This is an optimization exercise on Yosys and OpenROAD, whose aim is small area, a short achievable clock period and few clock cycles per item, not a production implementation. Function was checked by simulation only, so behaviour that the tests miss may differ from the original. No activity file was given, so power comes from the tool's default toggle rates.

<file path="design/flow/config.mk">
export PLATFORM = sky130hd
export DESIGN_NAME = hs_npu_cmd_scheduler
export DESIGN_NICKNAME = hs_npu_cmd_scheduler
export VERILOG_FILES = /design/flow/design.v
export SDC_FILE = /design/flow/constraint.sdc
export NUM_CORES = 4
export LEC_CHECK = 0
export CAP_MARGIN = 20
export CORE_MARGIN = 2
export CORE_UTILIZATION = 40
export SETUP_SLACK_MARGIN = 2.0
export SLEW_MARGIN = 20
</file>
<file path="design/flow/constraint.sdc">
create_clock -name core_clock -period 4.5 [get_ports {clk}]
set_input_delay 0.9000 -clock core_clock [delete_from_list [all_inputs] [get_ports {clk}]]
set_output_delay 0.9000 -clock core_clock [all_outputs]
set_load 0.01 [all_outputs]
</file>
<file path="design/flow/design.v">
module hs_npu_cmd_scheduler #(
  parameter int unsigned NUM_CORES = 4,
  parameter int unsigned CMD_WIDTH = 256,
  parameter int unsigned CMD_DEPTH = 8,
  parameter int unsigned CNT_W     = $clog2(CMD_DEPTH + 1)
) (
  input  logic                  clk,
  input  logic                  rst_n,
  input  logic                  cmd_valid_i,
  output logic                  cmd_ready_o,
  input  logic [CMD_WIDTH-1:0]  cmd_data_i,
  input  logic                  cmd_barrier_i,
  input  logic                  flush_i,
  output logic [NUM_CORES-1:0]  core_exec_valid_o,
  input  logic [NUM_CORES-1:0]  core_exec_ready_i,
  output logic [CMD_WIDTH-1:0]  core_cmd_o,
  input  logic [NUM_CORES-1:0]  core_done_i,
  output logic [NUM_CORES-1:0]  core_busy_o,
  output logic [CNT_W-1:0]      queue_count_o,
  output logic [31:0]           completed_count_o,
  output logic                  idle_o,
  output logic                  err_o
);
  logic [CMD_WIDTH-1:0] mem     [CMD_DEPTH];
  logic [CMD_DEPTH-1:0] mem_bar;
  logic [CMD_DEPTH-1:0] rd_oh, wr_oh, rd_nx, wr_nx, rd_sel;
  logic [CNT_W-1:0]     count, count_nx;
  logic [NUM_CORES-1:0] busy, busy_nx, pend, pick, pick_rdy, pick_any, valid;
  logic                 full, push, hs, offer, offer_nx, rem, bar_nx, idle_q;
  logic [CMD_WIDTH-1:0] ocmd, ocmd_nx;
  logic [31:0]          done_cnt;
  assign full = (count == CNT_W'(CMD_DEPTH));
  assign push = cmd_valid_i & ~full & ~flush_i;
  assign cmd_ready_o       = ~full & ~flush_i;
  assign core_busy_o       = busy;
  assign queue_count_o     = count;
  assign idle_o            = idle_q;
  assign core_exec_valid_o = valid;
  assign core_cmd_o        = ocmd;
  always_comb begin
    pick_rdy = '0;
    pick_any = '0;
    for (int i = int'(NUM_CORES) - 1; i >= 0; i--) begin
      if (!busy[i]) pick_any = NUM_CORES'(1) << i;
      if (!busy[i] && core_exec_ready_i[i]) pick_rdy = NUM_CORES'(1) << i;
    end
    pick = (pick_rdy != '0) ? pick_rdy : pick_any;
  end
  assign valid = (pend != '0) ? pend : (offer ? pick : '0);
  assign hs    = |(valid & core_exec_ready_i);
  assign rd_nx = hs ? {rd_oh[CMD_DEPTH-2:0], rd_oh[CMD_DEPTH-1]} : rd_oh;
  always_comb begin
    if (flush_i) begin
      count_nx = (valid != '0 && !hs) ? CNT_W'(1) : '0;
      wr_nx    = (valid != '0) ? {rd_oh[CMD_DEPTH-2:0], rd_oh[CMD_DEPTH-1]} : rd_oh;
    end else begin
      count_nx = count + CNT_W'(push) - CNT_W'(hs);
      wr_nx    = push ? {wr_oh[CMD_DEPTH-2:0], wr_oh[CMD_DEPTH-1]} : wr_oh;
    end
  end
  assign busy_nx = (busy & ~core_done_i) | (valid & core_exec_ready_i);
  assign rem = (count > CNT_W'(1)) | ((count == CNT_W'(1)) & ~hs);
  always_comb begin
    bar_nx = 1'b0;
    for (int i = 0; i < int'(CMD_DEPTH); i++) bar_nx = bar_nx | (mem_bar[i] & rd_nx[i]);
    if (!rem) bar_nx = cmd_barrier_i;
  end
  assign offer_nx = (count_nx != '0) & (bar_nx ? (busy_nx == '0) : ~&busy_nx);
  assign rd_sel = (offer_nx & rem) ? rd_nx : '0;
  always_comb begin
    ocmd_nx = (offer_nx & ~rem) ? cmd_data_i : '0;
    for (int i = 0; i < int'(CMD_DEPTH); i++) begin
      ocmd_nx = ocmd_nx | (mem[i] & {CMD_WIDTH{rd_sel[i]}});
    end
  end
  always_ff @(posedge clk) begin
    if (!rst_n) begin
      rd_oh  <= CMD_DEPTH'(1);
      wr_oh  <= CMD_DEPTH'(1);
      count  <= '0;
      pend   <= '0;
      offer  <= 1'b0;
      ocmd   <= '0;
      idle_q <= 1'b1;
    end else begin
      rd_oh  <= rd_nx;
      wr_oh  <= wr_nx;
      count  <= count_nx;
      pend   <= hs ? '0 : valid;
      offer  <= offer_nx;
      ocmd   <= ocmd_nx;
      idle_q <= (count_nx == '0) & (busy_nx == '0);
    end
  end
  always_ff @(posedge clk) begin
    for (int i = 0; i < int'(CMD_DEPTH); i++) begin
      if (wr_oh[i] && !full) begin
        mem[i]     <= cmd_data_i;
        mem_bar[i] <= cmd_barrier_i;
      end
    end
  end
  always_comb begin
    done_cnt = '0;
    for (int k = 0; k < int'(NUM_CORES); k++) begin
      done_cnt = done_cnt + 32'(core_done_i[k] & busy[k]);
    end
  end
  always_ff @(posedge clk) begin
    if (!rst_n) begin
      busy              <= '0;
      completed_count_o <= '0;
      err_o             <= 1'b0;
    end else begin
      busy              <= busy_nx;
      completed_count_o <= completed_count_o + done_cnt;
      if (|(core_done_i & ~busy)) err_o <= 1'b1;
    end
  end
endmodule
</file>
<file path="design/flow/run.sh">
#!/bin/bash
# synth_recipe.tcl (not shown) runs the flow's synth.tcl, then flattens the netlist and writes it again
# the make line also repeats each setting of config.mk as NAME=value (left out here)
make -C /OpenROAD-flow-scripts/flow DESIGN_CONFIG=/design/flow/config.mk WORK_HOME=/design/flow/orfs CLKGATE_MAP_FILE= SYNTH_SCRIPT=/design/flow/synth_recipe.tcl finish
</file>
==> results.txt, run 1 <==
The total power is 68.55 mW. The number of hold-repair buffers added at the cts stage is 0. The area of the die is 213,700 um^2. For this run, global-route usage on met1 was measured as 0.3078. The fraction of registers with async set or reset after synthesis came out at 0.

The total wirelength of the detailed-routed design came out at 251,000 um. The startpoint identified for the worst register-to-register timing path is pend[3]. The post-CTS clock slew at the launch and capture registers of the worst setup and hold paths is 60 ps. For the final database, setup skew stands at 58.30 ps.

The delay of the slowest cell on the worst path is between 400 and 500 ps. Setup repair after global routing could not meet its margin everywhere. Of all nets on the critical path, the largest fanout is 91. For this run, the leading register cell type out of synthesis is edfxtp_1. Dividing the detail-routed via count by the number of cells gives 5.756.

In this run the standard cell core region covers 209,200 um^2. The critical path in this run is classified as flop to flop. Entering global routing, the biggest net connects 112 pins.

The number of sinks driven by the clock tree came out at 2,375. A synthesized cell averages 17.47 um^2. The worst min-delay path category is flop to flop. The number of setup violations in the final report came out at 0. The synthesized netlist cell count came out at 4,808.

The share of the yosys chip area belonging to registers came out at 0.8108. The total number of nets in the final design is 5,984. The root buffer cell is clkbuf_16.

The number of nets in the synthesized netlist came out at roughly 5,000. The area added between synthesis and finish is 27.45%. The buffer depth of the longest clock path is 3. The CTS tree is done. Once layout is complete, the utilization of the core stands at 0.5120. For the worst setup path, the data arrival time is 4270 ps. After synthesis, the cell types taking the most area are edfxtp_1 (73%), dfxtp_1 (7.6%), a22oi_1 (4.6%), a222oi_1 (3.1%), a22o_1 (2.7%).

Grouping stages by cell kind, the critical path spends the most delay in compound AO/OA/AOI/OAI gates. The initial utilization of the core area, before any placement, comes to 0.4017. The flow ran to the end and the layout has no timing, DRC or antenna violations.

The routing usage on met2 is 0.3450. The area of the multi-input gates is 15,390 um^2. The signal on the critical path passes through nor4b_4 -> and4b_1 -> buf_4 -> buf_6 -> a21oi_4 -> a311oi_4 -> buf_6 -> buf_16 -> a21oi_4 -> buf_12 -> a222oi_1 -> nand3_1 -> o21ai_2 -> nor2_1. The register bit total from synthesis came out at 2,375. The cell area that synthesis handed to floorplanning was roughly 84,000 um^2. The most common cell in the synthesized netlist is edfxtp_1. The required time at the worst-slack endpoint is roughly 5300 ps.

The kind of start point of the critical path is a flop. The chip height is 462.3 um. The max-slew headroom at the worst pin came out at 0.3681. The clock latency on the worst-skew pair came out at 890 ps.

The met3 demand-to-capacity share in global routing came out at 0.04472. The startpoint identified for the worst hold timing path is completed_count_o[11]. The final estimated routing congestion in global placement came out at 0.8277. Port buffering added about 570 buffers. The cell count after placement is 8,105. Counting instances in the post-synthesis netlist gives the leading cell types as edfxtp_1 (2,056), a22oi_1 (515), dfxtp_1 (319). Based on the critical path, the design can be clocked at up to 285.6 MHz. The total routing usage reported by global routing is 0.2198. The worst reg2reg path depth is 14. The largest total area in the synthesized netlist belongs to edfxtp_1. The cell leakage power is about 37 nW. The critical path buffer and inverter count came out at 5. The critical path ends at ocmd[169]. The initial antenna violation count is 51. The most utilized layer in the global route result is met2.

The TritonCTS buffer count came out at around 230. Tracing the worst setup path back leads to its startpoint at pend[3]. The slew of the pin with the lowest slew margin came out at approximately 950 ps. The vias after detailed routing came out at 50,320.

The share of cells above drive strength 1 is 0.1958. The share of the cycle needed by the critical path after routing came out at 0.7781. The global-route wire length before repair came out at 348,800 um. The number of design rule violations left after detail routing is 0. The worst setup path is captured at a flop. The routed design could run at a clock period as short as 3502 ps.

For this design the top-level I/O count stands at ~570. The count of fill cells added during filler insertion came out at 16,910. In this run the number of H-tree levels came out at 4. Power spread over the standard cell area amounts to 640.1 nW/um^2. The horizontal die dimension came out at 462.3 um. After detailed routing, the average wire length per cell comes to 28.71 um. The detailed router's first-iteration violation count came out at 6,119. The number of enable flip-flop cells after synthesis came out at 2,056. The sequential cell area came out at 68,250 um^2. The distinct cell type count after synthesis is 55. The total of max-cap violations came out at 0. The capture point of the worst reg-to-reg path is ocmd[169]. The pre-antenna-repair detailed-routing pass consisted of 7 iterations. The placed wire-length estimate came out at ~130,000 um.

The residual overflow from global routing came out at 0. The count of cell instances traversed by the critical path is 14. The remaining antenna violation count after routing is 0.

Among all stages on the critical path, the largest delay is contributed by a222oi_1. The peak supply drop came out at 1.226 mV. The number of max-slew violations in the final report came out at 0. The number of standard cells in the layout, taps in and fillers out came out at 8,742. The count of endpoints failing hold in the final timing report is 0.

The worst setup slack for register-to-register paths is about 1000 ps. The initialized floorplan defines about 170 standard-cell rows. Of the post-synthesis cell area, the dominant cell type holds 0.7348. The via count of the first global-routing pass is 49,090.

The placed standard-cell area is 95,160 um^2. For this run, the number of Yosys warnings is 2. The post-route cell area is 107,100 um^2.
per-stage QoR:
step | TNS [ps] | hold slack (ps) | setup slack [ps]
detailed placement | -11660 | 506.4 | -178.9
global route | 0 | 542.6 | 891.8
floorplan | -1169930 | 499.6 | -569.0
CTS | 0 | 512.4 | 1069
finish | 0 | 510.6 | 998.4
global placement | -4199 | 494.1 | -151.4
worst register-to-register path: cells and delay by family (launching register included):
kind / cells / cell delay (ps)
AO/OA/AOI/OAI: 5 / 1400
buffers and inverters: 5 / 760
flip-flops: 1 / 360
AND/OR/NAND/NOR: 4 / 940
layout make-up:
class / instances / share of cell area
flip-flops and latches: 2375 / 0.6374
multi-input cells: 2088 / 0.1437
clock buffers: 329 / 0.06189
repair buffers: 985 / 0.1075
well taps: 2805 / 0.03277
clock inverters: 116 / 0.01547
inverters: 21 / 0.0007712
diodes: 23 / 0.0005375
cell usage in the layout (no fill, tap or decap), types with 9 or more instances in the layout:
| master | instances |
|---|---|
| dfxtp_2 | 65 |
| clkinv_1 | 20 |
| clkbuf_8 | 34 |
| o21ai_0 | 20 |
| a21oi_4 | 9 |
| buf_8 | 12 |
| edfxtp_1 | 2056 |
| a222oi_1 | 260 |
| buf_12 | 128 |
| clkinvlp_4 | 10 |
| clkbuf_1 | 58 |
| and2_1 | 38 |
| a22oi_1 | 515 |
| o21ai_4 | 17 |
| bufinv_16 | 34 |
| nor2_2 | 9 |
| nor2_1 | 262 |
| dfxtp_1 | 242 |
| nand2_1 | 22 |
| clkdlybuf4s15_1 | 54 |
| nand3_1 | 271 |
| o21ai_1 | 114 |
| dlygate4sd2_1 | 181 |
| clkbuf_16 | 265 |
| and3_1 | 11 |
| o21ai_2 | 120 |
| buf_2 | 14 |
| diode_2 | 23 |
| nor2b_4 | 10 |
| clkinv_2 | 36 |
| clkdlybuf4s15_2 | 48 |
| buf_6 | 35 |
| a22o_1 | 257 |
| buf_4 | 183 |
| inv_1 | 15 |
| dfxtp_4 | 12 |
| buf_16 | 30 |
| xnor2_1 | 25 |
| clkdlybuf4s50_1 | 262 |
| nor2b_1 | 13 |
power by group:
group	switching [mW]	total (mW)	leakage, nW	internal (mW)
clock	8.46	20.7	4.02	12.2
sequential	0.931	28.5	21.6	27.5
combinational	11.9	19.4	11.1	7.50
layer usage:
layer	share of wire	wire length, um	up-vias
li1	-	-	21630
met1	0.42	106100	25950
met2	0.47	117100	2343
met3	0.082	20690	369
met4	0.027	6808	36
met5	0.00094	237	-
repair_timing:
action | CTS | global route
resized for setup | 761 | 194
buffers inserted | 65 | 63
gates cloned | 12 | 29
endpoints found under the setup margin | 1447 | 398
pin swaps | 32 | 112
cells by family after synthesis:
family                   share of synthesized area
XOR/XNOR                                  0.003023
AND/OR/NAND/NOR                            0.03766
multiplexers                              0.001236
buffers and inverters                      0.01997
adder cells (fa/ha/maj)                   0.001995
AO/OA/AOI/OAI                               0.1253
flip-flops                                  0.8108
how the worst min path moves through the flow:
stage | endpoint | slack, ps | cells after the start
floorplan | wr_oh[0] | 500 | 2
global placement | completed_count_o[11] | 490 | 2
detailed placement | completed_count_o[13] | 510 | 2
CTS | completed_count_o[13] | 510 | 2
global route | completed_count_o[11] | 540 | 2
finish | completed_count_o[11] | 510 | 2
sequential cells by signal, summed over array words and instances (netlist names):
name	count
ocmd	256
idle_q	1
err_o	1
mem	2048
mem_bar	8
rd_oh	8
count	4
completed_count_o	32
wr_oh	8
pend	4
offer	1
busy	4
Testbench counts, summed over its fixed seeds: cycles 4,315, items 2,400.
==> run 2, diff against run 1 <==
--- a/design/flow/config.mk
+++ b/design/flow/config.mk
@@ -9,4 +9,3 @@
 export CORE_MARGIN = 2
 export CORE_UTILIZATION = 40
-export SETUP_SLACK_MARGIN = 2.0
 export SLEW_MARGIN = 20
==> results.txt, run 2 <==
The flow ran to the end and the layout has no timing, DRC or antenna violations. Leaving out fill and tap cells, the most frequent cell in the layout is edfxtp_1. The kind of start point of the critical path is an input port. The critical-path maximum fanout is 4. The worst min-delay path category is flop to flop.

The relative contribution of combinational cells to total power came out at 0.253. Once layout is complete, the utilization of the core stands at 0.4950. The vias after detailed routing came out at 48,820. The count of endpoints failing hold in the final timing report is 0. Dividing the detail-routed wire length by the instance count gives 27.29 um. The design internal power came out at 45.99 mW.

The mean cell area of the mapped netlist came out at between 15 and 20 um^2. The post-CTS clock slew at the launch and capture registers of the worst setup and hold paths came out at roughly 60 ps. In this run the tool buffered the top-level ports with 571 buffer cells. The slew of the pin with the lowest slew margin is around 1200 ps. The setup clock skew after layout is around 65 ps.

The netlist uses 55 different library cells. The total routing usage reported by global routing is 0.2139. The number of nets in the synthesized netlist came out at 5,088. The final estimated routing congestion in global placement is 0.8277.

For the worst-skew pair, the clock arrives at the later sink with an insertion delay of 900 ps. Setup repair after global routing left no endpoint under its margin. By instance count, the leading cell after synthesis is edfxtp_1. The largest total area in the synthesized netlist belongs to edfxtp_1.

The classification of the worst setup path is input port to primary output. The total number of nets in the final design came out at 5,816. The initial utilization of the core area, before any placement, comes to 0.4017. By area the synthesized netlist is led by edfxtp_1 (73%), dfxtp_1 (7.6%), a22oi_1 (4.6%), a222oi_1 (3.1%), a22o_1 (2.7%). The chip height is around 460 um. The library cells used most frequently in the layout, excluding fill and tap cells, are edfxtp_1 (2,056), clkdlybuf4s50_1 (571), a22oi_1 (515).

The average vias per placed instance is about 5.7. Counting flops and latches in the post-synthesis netlist gives 2,375. After synthesis, the most frequently instantiated cells are edfxtp_1 (2,056), a22oi_1 (515), dfxtp_1 (319). Ranked by flip-flop count, first place goes to mem.

The via count of the first global-routing pass came to between 40,000 and 50,000. The number of standard cells in the layout, taps in and fillers out came out at 8,575. The H-tree was split into 4 levels. The largest registers in the layout are mem: 2048 flops, ocmd: 256 flops, completed_count_o: 32 flops. The detailed router's first-iteration violation count came out at 5,734. The number of max-slew violations in the final report is 0. The TritonCTS buffer count is 233. The share of the yosys chip area belonging to registers came out at 0.8108.

The sequential fraction of design power came out at 0.433. The required time at the worst-slack endpoint came out at 3600 ps. The total power is 65.78 mW.

The total of max-cap violations came out at 0. The residual overflow from global routing is 0. The number of enable flip-flop cells after synthesis is 2,056. The fraction of registers with async set or reset after synthesis is 0.

The area share of the largest cell type after synthesis came out at 0.7348. The netlist area before placement is roughly 84,000 um^2. The count of yosys warnings during synthesis is 2. The core region area is about 210,000 um^2.

In the finished design, the share of the clock period the worst path needs comes to 0.8757. The number of sinks driven by the clock tree came out at 2,375. Wires add up to 234,000 um. The initial antenna violation count came out at 46. The ratio of total power to cell area is 635.5 nW/um^2. The area of the die is 213,700 um^2. The area added between synthesis and finish came out at 23.21%.

The number of buffers added for setup after CTS came out at 0. The remaining antenna violation count after routing came out at 0. The tree is rooted in a clkbuf_16.

Summed over all nets, the half-perimeter wirelength after detailed placement is 131,000 um. Setup violations remaining at the end of the flow were counted as 0. The share of cells above drive strength 1 is 0.1124. The primary flip-flop cell chosen by synthesis mapping is edfxtp_1.

The number of iterations in the first detailed-routing pass is 8. The CTS tree is done. The horizontal die dimension is 462.3 um. The minimum period implied by the final worst setup slack is 3941 ps. 572 I/O pins were placed.

The share of total power dissipated in the clock network is 0.314. The worst-case IR drop observed on VDD is 1.719 mV. The number of rows in the core area came out at around 170. The cell leakage power is 34.33 nW. Counting tap cells, the placed design contains a total of 8,105 instances.

The number of hold-repair buffers added at the cts stage came out at 0. The clock passes through at most 3 buffers. After technology mapping, the gate count stands at 4,808. The tightest hold margin is 519.9 ps. The data arrival time of the critical path is 3040 ps. STA classifies the critical path endpoint as a primary output.

The achievable frequency came out at 253.8 MHz. The analysis attributes to net switching a power of around 20 mW. The sum of negative setup slack came out at 0 ps. The number of design rule violations left after detail routing is 0. Of the total power, the share spent switching nets is 0.3008. The global-route wire length before repair came out at about 340,000 um. The number of flip-flops in the largest register is 2,048. The worst pin sits at a relative slew slack of 0.1888. The post-cts resize count came out at 0.

The maximum number of pins on one net before global-route repair came out at 133.
==> run 2: cell counts after synthesis <==
Identical to the previous run, type by type.
==> run 2: path summary, 6_finish.rpt <==
path | from | end | slack, ps | cells past startpoint
worst max-delay path | core_exec_ready_i[2] | core_exec_valid_o[1] | 560 | 8
worst min register to register | completed_count_o[11] | completed_count_o[11] | 520 | 2
worst min-delay path | completed_count_o[11] | completed_count_o[11] | 520 | 2
worst max register to register | busy[2] | ocmd[156] | 770 | 18
==> run 2: final cells by class <==
cell class	count	area, um^2
Inverter	21	78.83
Clock inverter	116	1657
Antenna cell	24	60.06
Fill cell	17270	105600
Multi-Input combinational cell	2088	14380
Timing Repair Buffer	817	9076
Sequential cell	2375	68130
Tap cell	2805	3510
Clock buffer	329	6628
==> run 2: critical path, cell delays in order <==
cell and delay [ps]:
clkdlybuf4s50_1 540, buf_4 140, nand2b_1 70, a21oi_1 170, o22ai_1 100, a41oi_1 500
inv_1 110, clkdlybuf4s50_1 500
==> run 2: cells by family after synthesis <==
family | count (synthesis) | synth area share
DFF | 2375 | 0.8108
muxes | 10 | 0.001236
and+or+nand+nor | 676 | 0.03766
AOI/OAI and AO/OA | 1362 | 0.1253
buffers and inverters | 345 | 0.01997
xor gates and xnor gates | 29 | 0.003023
adders and majority gates | 11 | 0.001995
==> run 2: through the flow <==
step	setup WS, ps	area (um^2)
after global routing	419.7	103500
after floorplan	-569.0	84090
final	559.4	103500
after CTS	599.1	103400
after detailed placement	-178.9	95160
after global placement	-151.4	95160
==> run 2: power by group through the flow <==
stage,Sequential [mW],Clock (mW),Combinational (mW)
detailed placement,28.9,0,16.8
CTS,28.5,21.0,16.9
global route,28.7,21.8,17.9
finish,28.5,20.7,16.7
floorplan,29.2,0,8.83
global placement,28.8,0,16.7
==> run 2: layer usage <==
| layer | share of wire | vias to the layer above | global-route usage |
|---|---|---|---|
| met1 | 0.43 | 25100 | 0.2983 |
| met3 | 0.076 | 358 | 0.04436 |
| met5 | 0.0010 | - | 0 |
| met4 | 0.026 | 34 | 0.06592 |
| met2 | 0.47 | 2068 | 0.3374 |
| li1 | - | 21260 | - |

-- what the ideal ports hide --
In the flow no input, the clock included, has a driving cell. The finished layouts below were timed again as built, in two steps. Step 1: set_driving_cell puts a clkbuf_16 on clk and a buf_2 on each other input, an assumption about the parent block. Step 2 times the ports against the registers' clock, not the clock port: input delays grow and output delays shrink by t, the midpoint of the rising clock arrivals with the driver on. a / b / c = no drivers / after step 1 / after step 2; a / b = the first two.
run	t, ns	slack for setup (ns)	worst setup path after step 2	clock arrival spread, ns	cell pins on the clock port's net
run 1	0.953	0.998 / 0.998 / 0.142	input to register	0.061 / 0.061	1
run 2	0.950	0.559 / 0.529 / -0.253	input to register	0.066 / 0.066	1
With both steps, setup timing fails in run 2, where it was met with ideal ports. The setup slack of run 1, which loses most, moves by 0.000 ns with the drivers and by -0.856 ns with both steps.
